What follows belongs to an exercise in optimizing a design on an open flow for small area and few clock cycles; a production flow would make more cautious choices.
In this exercise RTL edits were held to simulation tests only and were not proved equivalent to the original.
Power is estimated from default activity; no workload was simulated.

==> inputs of job 9778 <==
==> flow/design.v <==
module md5_msg_sched #(
    parameter logic [31:0] IV_A = 32'h67452301,
    parameter logic [31:0] IV_B = 32'hEFCDAB89,
    parameter logic [31:0] IV_C = 32'h98BADCFE,
    parameter logic [31:0] IV_D = 32'h10325476
) (
    input  logic            clk,
    input  logic            reset,
    input  logic            in_valid,
    input  logic [7:0]      in_data,
    input  logic            in_last,
    output logic            in_ready,
    output logic            core_start,
    output logic [511:0]    core_block,
    output logic [31:0]     core_a,
    output logic [31:0]     core_b,
    output logic [31:0]     core_c,
    output logic [31:0]     core_d,
    input  logic            core_done,
    input  logic [31:0]     core_ra,
    input  logic [31:0]     core_rb,
    input  logic [31:0]     core_rc,
    input  logic [31:0]     core_rd,
    output logic [127:0]    digest,
    output logic            digest_valid,
    output logic [7:0]      hex_data,
    output logic            hex_wren
);
    typedef enum logic [1:0] {
        ST_INIT  = 2'd0,    
        ST_FILL  = 2'd1,    
        ST_PAD80 = 2'd2,    
        ST_READY = 2'd3     
    } state_t;
    typedef enum logic [1:0] {
        K_NORMAL = 2'd0,    
        K_FIN    = 2'd1,    
        K_PREPAD = 2'd2,    
        K_PAD    = 2'd3     
    } kind_t;
    state_t        state;
    kind_t         kind;
    logic          p63;         
    logic          busy;        
    logic          busy_fin;    
    logic [60:0]   msg_len;     
    logic [511:0]  block;
    logic [31:0]   cha, chb, chc, chd;
    logic          hex_act;
    logic [5:0]    hex_cnt;
    logic          ch_held;     
    logic          accept, issue, clr_all, pad_wr, len_blk;
    logic [5:0]    slot;
    logic          at63;
    assign slot     = msg_len[5:0];
    assign ch_held  = hex_act & (hex_cnt != 6'd32);
    assign issue    = (state == ST_READY) & ~busy & ~ch_held;
    assign in_ready = (state == ST_FILL) | (issue & (kind != K_PREPAD));
    assign accept   = in_valid & in_ready;
    assign at63     = ~issue & (slot == 6'd63);
    assign clr_all  = issue | (state == ST_INIT);
    assign pad_wr   = (state == ST_PAD80);
    assign len_blk  = (kind == K_FIN) | (kind == K_PAD);
    always_ff @(posedge clk or posedge reset) begin
        if (reset) begin
            state    <= ST_INIT;
            kind     <= K_NORMAL;
            p63      <= 1'b0;
            busy     <= 1'b0;
            busy_fin <= 1'b0;
            hex_act  <= 1'b0;
        end else begin
            case (state)
                ST_INIT:  state <= ST_FILL;
                ST_PAD80: state <= ST_READY;
                ST_READY: if (issue) begin
                    if (kind == K_PREPAD) kind  <= K_PAD;
                    else                  state <= ST_FILL;
                end
                default: ;
            endcase
            if (accept) begin
                if (in_last) begin
                    p63   <= at63;
                    kind  <= (issue | (slot <= 6'd54)) ? K_FIN : K_PREPAD;
                    state <= at63 ? ST_READY : ST_PAD80;
                end else if (at63) begin
                    kind  <= K_NORMAL;
                    state <= ST_READY;
                end
            end
            if (issue) begin
                busy     <= 1'b1;
                busy_fin <= len_blk;
            end else if (core_done) begin
                busy     <= 1'b0;
            end
            if (core_done & busy & busy_fin) hex_act <= 1'b1;
            else if (hex_act & (hex_cnt == 6'd32)) hex_act <= 1'b0;
        end
    end
    always_ff @(posedge clk) begin
        if (core_done & busy & busy_fin) hex_cnt <= 6'd0;
        else                             hex_cnt <= hex_cnt + 6'd1;
    end
    always_ff @(posedge clk) begin
        if ((state == ST_INIT) | (issue & len_blk)) msg_len <= {60'd0, accept};
        else if (accept)                             msg_len <= msg_len + 61'd1;
    end
    logic [7:0] bus, bus0;
    assign bus  = clr_all ? 8'h00 : (pad_wr ? 8'h80 : in_data);
    assign bus0 = clr_all ? (accept ? in_data : ((kind == K_PREPAD) & p63 ? 8'h80 : 8'h00))
                          : (pad_wr ? 8'h80 : in_data);
    genvar gi;
    generate
        for (gi = 0; gi < 64; gi++) begin : g_slot
            logic en;
            assign en = clr_all | ((slot == gi) & (accept | pad_wr));
            always_ff @(posedge clk) begin
                if (en) block[8*gi +: 8] <= (gi == 0) ? bus0 : bus;
            end
        end
    endgenerate
    assign core_block = {block[511:451] | (len_blk ? msg_len : 61'd0), block[450:0]};
    function automatic [31:0] add32(input [31:0] x, input [31:0] y);
        reg [31:0] p, pp, gg;
        integer i, j;
        begin
            p  = x ^ y;
            pp = p;
            gg = x & y;
        for (i = 0; i < 5; i = i + 1)
            for (j = 0; j < 32; j = j + 1)
                if ((j >> i) & 1) begin
                    gg[j] = gg[j] | pp[j] & gg[((j >> i) << i) - 1];
                    pp[j] = pp[j] & pp[((j >> i) << i) - 1];
                end
            add32 = p ^ {gg[30:0], 1'b0};
        end
    endfunction
    always_ff @(posedge clk) begin
        if ((state == ST_INIT) | (hex_act & (hex_cnt == 6'd31))) begin
            cha <= IV_A;
            chb <= IV_B;
            chc <= IV_C;
            chd <= IV_D;
        end else if (core_done & busy) begin
            cha <= add32(cha, core_ra);
            chb <= add32(chb, core_rb);
            chc <= add32(chc, core_rc);
            chd <= add32(chd, core_rd);
        end
    end
    assign core_start   = issue;
    assign core_a       = cha;
    assign core_b       = chb;
    assign core_c       = chc;
    assign core_d       = chd;
    assign digest       = {chd, chc, chb, cha};
    assign digest_valid = hex_act & (hex_cnt == 6'd0);
    logic [3:0] hex_nib;
    assign hex_nib  = digest[{hex_cnt[4:1], ~hex_cnt[0], 2'b00} +: 4];
    assign hex_wren = hex_act;
    assign hex_data = hex_cnt[5] ? 8'h0D
                    : ((hex_nib < 4'd10) ? {4'h3, hex_nib} : {4'h6, hex_nib - 4'd9});
endmodule
==> flow/flow/run.sh <==
#!/bin/bash
# Standard ORFS layout, with two changes to how it is made:
#  - the port buffers that global placement inserts are the smallest buffer (buf_1) instead of
#    the default pick; every input and output port still gets one;
#  - clock tree: clkbuf_8 buffers, larger sink clusters, no dummy loads.
set -euo pipefail
export BUFFER_PORTS_ARGS="-buffer_cell sky130_fd_sc_hd__buf_1"
export CTS_ARGS="-sink_clustering_enable -repair_clock_nets -buf_list sky130_fd_sc_hd__clkbuf_4 -sink_clustering_size 10 -sink_clustering_max_diameter 35 -dont_use_dummy_load"
bash standard.sh > standard_make.log 2>&1
==> flow/standard.sh <==
#!/bin/bash
# synth_recipe.tcl (not shown) runs the flow's synth.tcl, then flattens the netlist and writes it again
# the make line also repeats each setting of config.mk as NAME=value (left out here)
make -C /OpenROAD-flow-scripts/flow DESIGN_CONFIG=/design/flow/config.mk WORK_HOME=/design/flow/orfs CLKGATE_MAP_FILE= SYNTH_SCRIPT=/design/flow/synth_recipe.tcl "${@:-finish}"
==> flow/config.mk <==
export PLATFORM = sky130hd
export DESIGN_NAME = md5_msg_sched
export DESIGN_NICKNAME = md5_msg_sched
export VERILOG_FILES = /design/flow/design.v
export SDC_FILE = /design/flow/constraint.sdc
export NUM_CORES = 4
export LEC_CHECK = 0
export CAP_MARGIN = 0
export CORE_MARGIN = 2
export CORE_UTILIZATION = 40
export SLEW_MARGIN = 0
==> flow/constraint.sdc <==
create_clock -name core_clock -period 6.0 [get_ports {clk}]
set_input_delay 1.2000 -clock core_clock [delete_from_list [all_inputs] [get_ports {clk}]]
set_output_delay 1.2000 -clock core_clock [all_outputs]
set_load 0.01 [all_outputs]
==> job 7538 (differences from job 9778) <==
--- a/flow/design.v
+++ b/flow/design.v
@@ -122,22 +122,6 @@
         end
     endgenerate
     assign core_block = {block[511:451] | (len_blk ? msg_len : 61'd0), block[450:0]};
-    function automatic [31:0] add32(input [31:0] x, input [31:0] y);
-        reg [31:0] p, pp, gg;
-        integer i, j;
-        begin
-            p  = x ^ y;
-            pp = p;
-            gg = x & y;
-        for (i = 0; i < 5; i = i + 1)
-            for (j = 0; j < 32; j = j + 1)
-                if ((j >> i) & 1) begin
-                    gg[j] = gg[j] | pp[j] & gg[((j >> i) << i) - 1];
-                    pp[j] = pp[j] & pp[((j >> i) << i) - 1];
-                end
-            add32 = p ^ {gg[30:0], 1'b0};
-        end
-    endfunction
     always_ff @(posedge clk) begin
         if ((state == ST_INIT) | (hex_act & (hex_cnt == 6'd31))) begin
             cha <= IV_A;
@@ -145,10 +129,10 @@
             chc <= IV_C;
             chd <= IV_D;
         end else if (core_done & busy) begin
-            cha <= add32(cha, core_ra);
-            chb <= add32(chb, core_rb);
-            chc <= add32(chc, core_rc);
-            chd <= add32(chd, core_rd);
+            cha <= cha + core_ra;
+            chb <= chb + core_rb;
+            chc <= chc + core_rc;
+            chd <= chd + core_rd;
         end
     end
     assign core_start   = issue;
==> flow/run.sh (new file) <==
#!/bin/bash
# synth_recipe.tcl (not shown) runs the flow's synth.tcl, then flattens the netlist and writes it again
# the make line also repeats each setting of config.mk as NAME=value (left out here)
make -C /OpenROAD-flow-scripts/flow DESIGN_CONFIG=/design/flow/config.mk WORK_HOME=/design/flow/orfs CLKGATE_MAP_FILE= SYNTH_SCRIPT=/design/flow/synth_recipe.tcl finish
--- a/flow/config.mk
+++ b/flow/config.mk
@@ -5,7 +5,7 @@
 export SDC_FILE = /design/flow/constraint.sdc
 export NUM_CORES = 4
 export LEC_CHECK = 0
-export CAP_MARGIN = 0
+export CAP_MARGIN = 20
 export CORE_MARGIN = 2
 export CORE_UTILIZATION = 40
-export SLEW_MARGIN = 0
+export SLEW_MARGIN = 20
removed: flow/flow/run.sh
removed: flow/standard.sh
==> comparison table <==
quantity	job 7538	job 9778
Outcome	complete, no violations	complete, no violations
Clock Skew	0.04349 ns	0.1359 ns
Root cell of the clock tree	clkbuf_16	clkbuf_4
Reg-to-reg setup timing slack	1.59 ns	1.25 ns
Area share of xor/xnor cells in the synthesized design	3.426%	3.388%
Netlist area before placement	35790 um^2	34380 um^2
Fraction of power consumed by combinational cells	47.7%	43.0%
Fraction of synthesized cell area taken by the top area cell type	43.04%	44.81%
Met3 Routed Length	9412 um	8430 um
Reg-to-reg critical path endpoint	block[120]$_DFFE_PP_	block[128]$_DFFE_PP_
Multi-input combinational cell area	11410 um^2	10040 um^2
Final worst path period share	92.61%	92.96%
First-pass GRT wire length	173800 um	158900 um
Transition time at the pin with the least slew margin	1.115 ns	1.160 ns
Placement Rows	109	107
Cell Count, Final, Fillers Out	4743	4425
Clock buffer count from CTS	78	118
Layout Utilization	50.77%	42.34%
Max Fclk	180.0 MHz	179.3 MHz
WL per Instance	26.51 um	25.55 um
Final instance area	44940 um^2	36050 um^2
Largest fanout on the critical path	24	36
Final Critical Period	5.557 ns	5.578 ns
Starting Density	40.44%	40.38%
Testbench counts of job 9778, summed over its fixed seeds: cycles 18,337.
Testbench counts of job 7538, summed over its fixed seeds: cycles 18,337.

==> afterwards: timing with drivers on the ports <==
The flow's constraints put no driver on any port. The routed layouts listed below were extracted and timed again, unchanged, in two steps.
Step 1: set_driving_cell puts a clkbuf_16 on clk and a buf_2 on each other input, an assumption about the parent block.
Step 2 times the ports against the registers' clock, not the clock port: input delays grow and output delays shrink by t, the midpoint of the rising clock arrivals with the driver on.
Slacks: no drivers / after step 1 / after step 2; pairs: no drivers / after step 1.
run	t, ns	setup slack, ns	latest minus earliest clock arrival (ns)	pins driven straight from the clock port
job 9778	0.943	0.422 / 0.360 / 1.245	0.158 / 0.158	1
job 7538	0.688	0.443 / 0.371 / 1.059	0.044 / 0.044	1
After both steps every run listed still meets setup and hold.
